Background: an optimization exercise with open tools, aiming at small area, a short achievable clock period and few clock cycles per item. Do not read the settings as production practice.
Only simulation tests tie the RTL to the original design; equivalence was not proved.
Power is estimated from default activity; no workload was simulated.

==> flow/design.v <==
`default_nettype none
package uecpmu_pkg;
    localparam int DATA_W    = 32;
    localparam int OFF_W     = 8;
    localparam int PULSE_W   = 8;
    localparam int MASK_W    = 4;
    localparam int IDX_W     = 2;
    localparam int CODE_W    = 8;
    localparam int CMD_W     = 4 + IDX_W + DATA_W + PULSE_W;
    localparam int RES_W     = DATA_W + 2;
    localparam logic [1:0] MODE_RD    = 2'd0;
    localparam logic [1:0] MODE_WR    = 2'd1;
    localparam logic [1:0] MODE_EVENT = 2'd2;
    localparam logic [OFF_W-1:0] OFF_CNT0   = 8'h30;
    localparam logic [OFF_W-1:0] OFF_CTRL   = 8'h40;
    localparam logic [OFF_W-1:0] OFF_EVTYPE = 8'h48;
    localparam logic [OFF_W-1:0] OFF_INTM   = 8'h60;
    localparam logic [OFF_W-1:0] OFF_INTS   = 8'h68;
    localparam logic [OFF_W-1:0] OFF_INTC   = 8'h6C;
    localparam logic [CODE_W-1:0] EVT_NONE = 8'hFF;
    localparam int                CTRL_EN  = 0;
    typedef enum logic [3:0] {
        OP_IDLE,
        OP_EVENT,
        OP_CNT_RD,
        OP_CNT_WR,
        OP_CTRL_RD,
        OP_CTRL_WR,
        OP_EVT_RD,
        OP_EVT_WR,
        OP_MASK_RD,
        OP_MASK_WR,
        OP_STAT_RD,
        OP_CLR_WR,
        OP_NOP,
        OP_ERR
    } t_op;
    typedef struct packed {
        t_op                op;
        logic [IDX_W-1:0]   idx;
        logic [DATA_W-1:0]  data;
        logic [PULSE_W-1:0] pulses;
    } t_cmd;
    typedef struct packed {
        logic [DATA_W-1:0] read_data;
        logic              access_error;
        logic              irq;
    } t_res;
endpackage
`default_nettype wire
`default_nettype none
module uncore_event_counter_pmu
#(
    parameter int NUM_CTRS        = 4,
    parameter int NUM_EVENT_CODES = 8
) (
    input  wire logic               i_clk,
    input  wire logic               i_rst_n,
    input  wire logic               i_push,
    output logic                    o_full,
    input  wire logic [1:0]         i_mode,
    input  wire logic [uecpmu_pkg::OFF_W-1:0]   i_reg_offset,
    input  wire logic [uecpmu_pkg::DATA_W-1:0]  i_write_data,
    input  wire logic [uecpmu_pkg::PULSE_W-1:0] i_event_pulses,
    output logic                    o_empty,
    input  wire logic               i_pop,
    output logic [uecpmu_pkg::DATA_W-1:0]       o_read_data,
    output logic                    o_access_error,
    output logic                    o_irq
);
    logic [31:0] r_ctr [4];
    logic [31:0] r_evsel;
    logic        r_en;
    logic [3:0]  r_mask;
    logic [3:0]  r_stat;
    logic [3:0]  r_act;
    logic        r_empty;
    logic [31:0] r_rdata;
    logic        r_err;
    logic        w_take;
    logic        w_res_ld;
    logic        w_rd, w_wr, w_ev;
    logic        w_is_cnt, w_is_ctrl, w_is_evt, w_is_mask, w_is_stat, w_is_clr;
    logic [3:0]  w_cnt_sel;
    logic [3:0]  w_inc;
    logic [3:0]  w_ld;
    logic [31:0] w_ld_data;
    logic        n_en;
    logic [31:0] n_evsel;
    logic [3:0]  n_mask;
    logic [3:0]  n_stat;
    logic [31:0] w_rdata;
    logic [31:0] w_ones [4];
    assign w_res_ld = r_empty || i_pop;
    assign w_take   = i_push && w_res_ld;
    assign o_full   = !w_res_ld;
    assign o_empty  = r_empty;
    always_comb begin
        w_rd      = (i_mode == 2'd0);
        w_wr      = (i_mode == 2'd1);
        w_ev      = (i_mode == 2'd2);
        w_is_cnt  = (i_reg_offset[7:4] == 4'h3) && (i_reg_offset[1:0] == 2'b00);
        w_is_ctrl = (i_reg_offset == 8'h40);
        w_is_evt  = (i_reg_offset == 8'h48);
        w_is_mask = (i_reg_offset == 8'h60);
        w_is_stat = (i_reg_offset == 8'h68);
        w_is_clr  = (i_reg_offset == 8'h6C);
        for (int i = 0; i < 4; i++) begin
            w_cnt_sel[i] = w_is_cnt && (i_reg_offset[3:2] == 2'(i));
        end
    end
    always_comb begin
        n_en    = r_en;
        n_evsel = r_evsel;
        n_mask  = r_mask;
        n_stat  = r_stat;
        for (int i = 0; i < 4; i++) begin
            w_inc[i] = w_take && w_ev && r_act[i] && i_event_pulses[r_evsel[8*i +: 3]];
            if (w_inc[i] && w_ones[i][31] && r_ctr[i][31]) begin
                n_stat[i] = 1'b1;
            end
        end
        if (w_take && w_wr) begin
            if (w_is_ctrl) n_en    = i_write_data[0];
            if (w_is_evt)  n_evsel = i_write_data;
            if (w_is_mask) n_mask  = i_write_data[3:0];
            if (w_is_clr)  n_stat  = r_stat & ~i_write_data[3:0];
        end
        if (!i_rst_n) begin
            n_en    = 1'b0;
            n_evsel = '1;
            n_mask  = '1;
            n_stat  = '0;
        end
    end
    always_ff @(posedge i_clk) begin
        r_en    <= n_en;
        r_evsel <= n_evsel;
        r_mask  <= n_mask;
        r_stat  <= n_stat;
        for (int i = 0; i < 4; i++) begin
            r_act[i] <= n_en && (n_evsel[8*i+3 +: 5] == 5'd0);
        end
    end
    assign w_ld_data = i_rst_n ? i_write_data : 32'd0;
    always_comb begin
        for (int i = 0; i < 4; i++) begin
            w_ld[i] = !i_rst_n || (w_take && w_wr && w_cnt_sel[i]);
        end
    end
    always_comb begin
        for (int i = 0; i < 4; i++) begin
            w_ones[i][0] = 1'b1;
            for (int b = 1; b < 32; b++) begin
                w_ones[i][b] = w_ones[i][b-1] && r_ctr[i][b-1];
            end
        end
    end
    always_ff @(posedge i_clk) begin
        for (int i = 0; i < 4; i++) begin
            r_ctr[i] <= w_ld[i] ? w_ld_data : r_ctr[i] ^ ({32{w_inc[i]}} & w_ones[i]);
        end
    end
    always_comb begin
        w_rdata = ({32{w_cnt_sel[0]}} & r_ctr[0]) |
                  ({32{w_cnt_sel[1]}} & r_ctr[1]) |
                  ({32{w_cnt_sel[2]}} & r_ctr[2]) |
                  ({32{w_cnt_sel[3]}} & r_ctr[3]) |
                  ({32{w_is_evt}}     & r_evsel)  |
                  {31'd0, w_is_ctrl & r_en}      |
                  {28'd0, {4{w_is_mask}} & r_mask} |
                  {28'd0, {4{w_is_stat}} & r_stat};
    end
    always_ff @(posedge i_clk) begin
        if (!i_rst_n) begin
            r_empty <= 1'b1;
        end else if (w_res_ld) begin
            r_empty <= !i_push;
        end
    end
    always_ff @(posedge i_clk) begin
        if (w_res_ld) begin
            r_rdata <= w_rd ? w_rdata : 32'd0;
            r_err   <= (w_rd || w_wr) && !(w_is_cnt || w_is_ctrl || w_is_evt ||
                                           w_is_mask || w_is_stat || w_is_clr);
        end
    end
    assign o_read_data    = r_rdata;
    assign o_access_error = r_err;
    assign o_irq          = |(r_stat & ~r_mask);
endmodule
`default_nettype wire
make LEC_CHECK=0 CAP_MARGIN=20 CORE_MARGIN=2 CORE_UTILIZATION=40 SETUP_SLACK_MARGIN=0.8 SLEW_MARGIN=20 finish   # period 3.5 ns
run.sh (not shown) runs the stock make flow with config.mk's settings and CLKGATE_MAP_FILE= SYNTH_SCRIPT=/design/flow/synth_recipe.tcl, a recipe that flattens the netlist after the stock synthesis.
The first run passed the timing, design-rule and antenna checks.
Testbench counts at the start, summed over its fixed seeds: cycles 13,603, items 12,000.
Next try:
==> flow/flow/run.sh (new file) <==
#!/bin/bash
# Standard layout, with slow wide OR/NOR cells kept out of synthesis and repair.
set -e
cp standard.sh standard_sh_copy.log
cp config.mk config_mk_orig.log
cat flow/dont_use.mk >> config.mk
bash standard.sh > standard_sh.log 2>&1
==> flow/flow/dont_use.mk (new file) <==
export DONT_USE_CELLS += sky130_fd_sc_hd__or4_1 sky130_fd_sc_hd__or4_2 sky130_fd_sc_hd__or4_4 sky130_fd_sc_hd__or4b_1 sky130_fd_sc_hd__or4b_2 sky130_fd_sc_hd__or4b_4 sky130_fd_sc_hd__or4bb_1 sky130_fd_sc_hd__or4bb_2 sky130_fd_sc_hd__or4bb_4 sky130_fd_sc_hd__nor4_1 sky130_fd_sc_hd__nor4_2 sky130_fd_sc_hd__nor4_4 sky130_fd_sc_hd__nor4b_1 sky130_fd_sc_hd__nor4b_2 sky130_fd_sc_hd__nor4b_4 sky130_fd_sc_hd__nor4bb_1 sky130_fd_sc_hd__nor4bb_2 sky130_fd_sc_hd__nor4bb_4 sky130_fd_sc_hd__or3_1 sky130_fd_sc_hd__or3_2 sky130_fd_sc_hd__or3_4 sky130_fd_sc_hd__or3b_1 sky130_fd_sc_hd__or3b_2 sky130_fd_sc_hd__or3b_4 sky130_fd_sc_hd__a2111oi_0 sky130_fd_sc_hd__a2111oi_1 sky130_fd_sc_hd__a2111oi_2 sky130_fd_sc_hd__a2111oi_4 sky130_fd_sc_hd__a2111o_1 sky130_fd_sc_hd__a2111o_2 sky130_fd_sc_hd__a2111o_4 sky130_fd_sc_hd__o2111a_1 sky130_fd_sc_hd__o2111a_2 sky130_fd_sc_hd__o2111a_4 sky130_fd_sc_hd__o2111ai_1 sky130_fd_sc_hd__o2111ai_2 sky130_fd_sc_hd__o2111ai_4
==> flow/standard.sh (new file) <==
#!/bin/bash
# synth_recipe.tcl (not shown) runs the flow's synth.tcl, then flattens the netlist and writes it again
# the make line also repeats each setting of config.mk as NAME=value (left out here)
make -C /OpenROAD-flow-scripts/flow DESIGN_CONFIG=/design/flow/config.mk WORK_HOME=/design/flow/orfs CLKGATE_MAP_FILE= SYNTH_SCRIPT=/design/flow/synth_recipe.tcl "${@:-finish}"
--- a/flow/config.mk
+++ b/flow/config.mk
@@ -12 +12,2 @@
 export SLEW_MARGIN = 20
+export DONT_USE_CELLS += sky130_fd_sc_hd__or4_1 sky130_fd_sc_hd__or4_2 sky130_fd_sc_hd__or4_4 sky130_fd_sc_hd__or4b_1 sky130_fd_sc_hd__or4b_2 sky130_fd_sc_hd__or4b_4 sky130_fd_sc_hd__or4bb_1 sky130_fd_sc_hd__or4bb_2 sky130_fd_sc_hd__or4bb_4 sky130_fd_sc_hd__nor4_1 sky130_fd_sc_hd__nor4_2 sky130_fd_sc_hd__nor4_4 sky130_fd_sc_hd__nor4b_1 sky130_fd_sc_hd__nor4b_2 sky130_fd_sc_hd__nor4b_4 sky130_fd_sc_hd__nor4bb_1 sky130_fd_sc_hd__nor4bb_2 sky130_fd_sc_hd__nor4bb_4 sky130_fd_sc_hd__or3_1 sky130_fd_sc_hd__or3_2 sky130_fd_sc_hd__or3_4 sky130_fd_sc_hd__or3b_1 sky130_fd_sc_hd__or3b_2 sky130_fd_sc_hd__or3b_4 sky130_fd_sc_hd__a2111oi_0 sky130_fd_sc_hd__a2111oi_1 sky130_fd_sc_hd__a2111oi_2 sky130_fd_sc_hd__a2111oi_4 sky130_fd_sc_hd__a2111o_1 sky130_fd_sc_hd__a2111o_2 sky130_fd_sc_hd__a2111o_4 sky130_fd_sc_hd__o2111a_1 sky130_fd_sc_hd__o2111a_2 sky130_fd_sc_hd__o2111a_4 sky130_fd_sc_hd__o2111ai_1 sky130_fd_sc_hd__o2111ai_2 sky130_fd_sc_hd__o2111ai_4
removed: flow/run.sh
The new run finished clean.
Maximum frequency rose by 1.7%.
Power rose by 0.92%.
Wire length rose by 0.64%.
Die area fell by 0.70%.
Non-clock buffer count rose by 3.
Global-route usage rose by 0.49 points.
First-iteration DRC count fell by 12%.
Design area fell by 0.47%.
Register-to-register slack got worse by 0.03 ns.
Combinational power fell by about 1%.

-- re-timing with driven ports --
The results above use ideal ports. As a check the final layouts listed here were re-extracted and re-timed, cells and wires unchanged.
Step 1, drivers: a clkbuf_16 drives i_clk and a buf_2 each remaining input, both assumed.
Step 2 adds t to the input delays and takes it off the output delays; t is the mean of the earliest and latest rising clock arrival at the registers after step 1. Input paths then give back, and output paths get back, about the clock's delay inside the block.
a / b / c = ideal / step 1 / step 2; a / b = the first two.
| run | t, ns | setup slack, ns | latest minus earliest clock arrival (ns) | worst data-port slew with drivers (ns) |
|---|---|---|---|---|
| the first run | 0.550 | 0.853 / 0.866 / 0.316 | 0.019 / 0.019 | 0.04 |
| the second run | 0.566 | 0.897 / 0.921 / 0.355 | 0.012 / 0.012 | 0.05 |
After both steps every run listed still meets setup and hold. For the second run, which loses most, drivers alone change the setup slack by +0.024 ns; drivers and shift together by -0.542 ns.
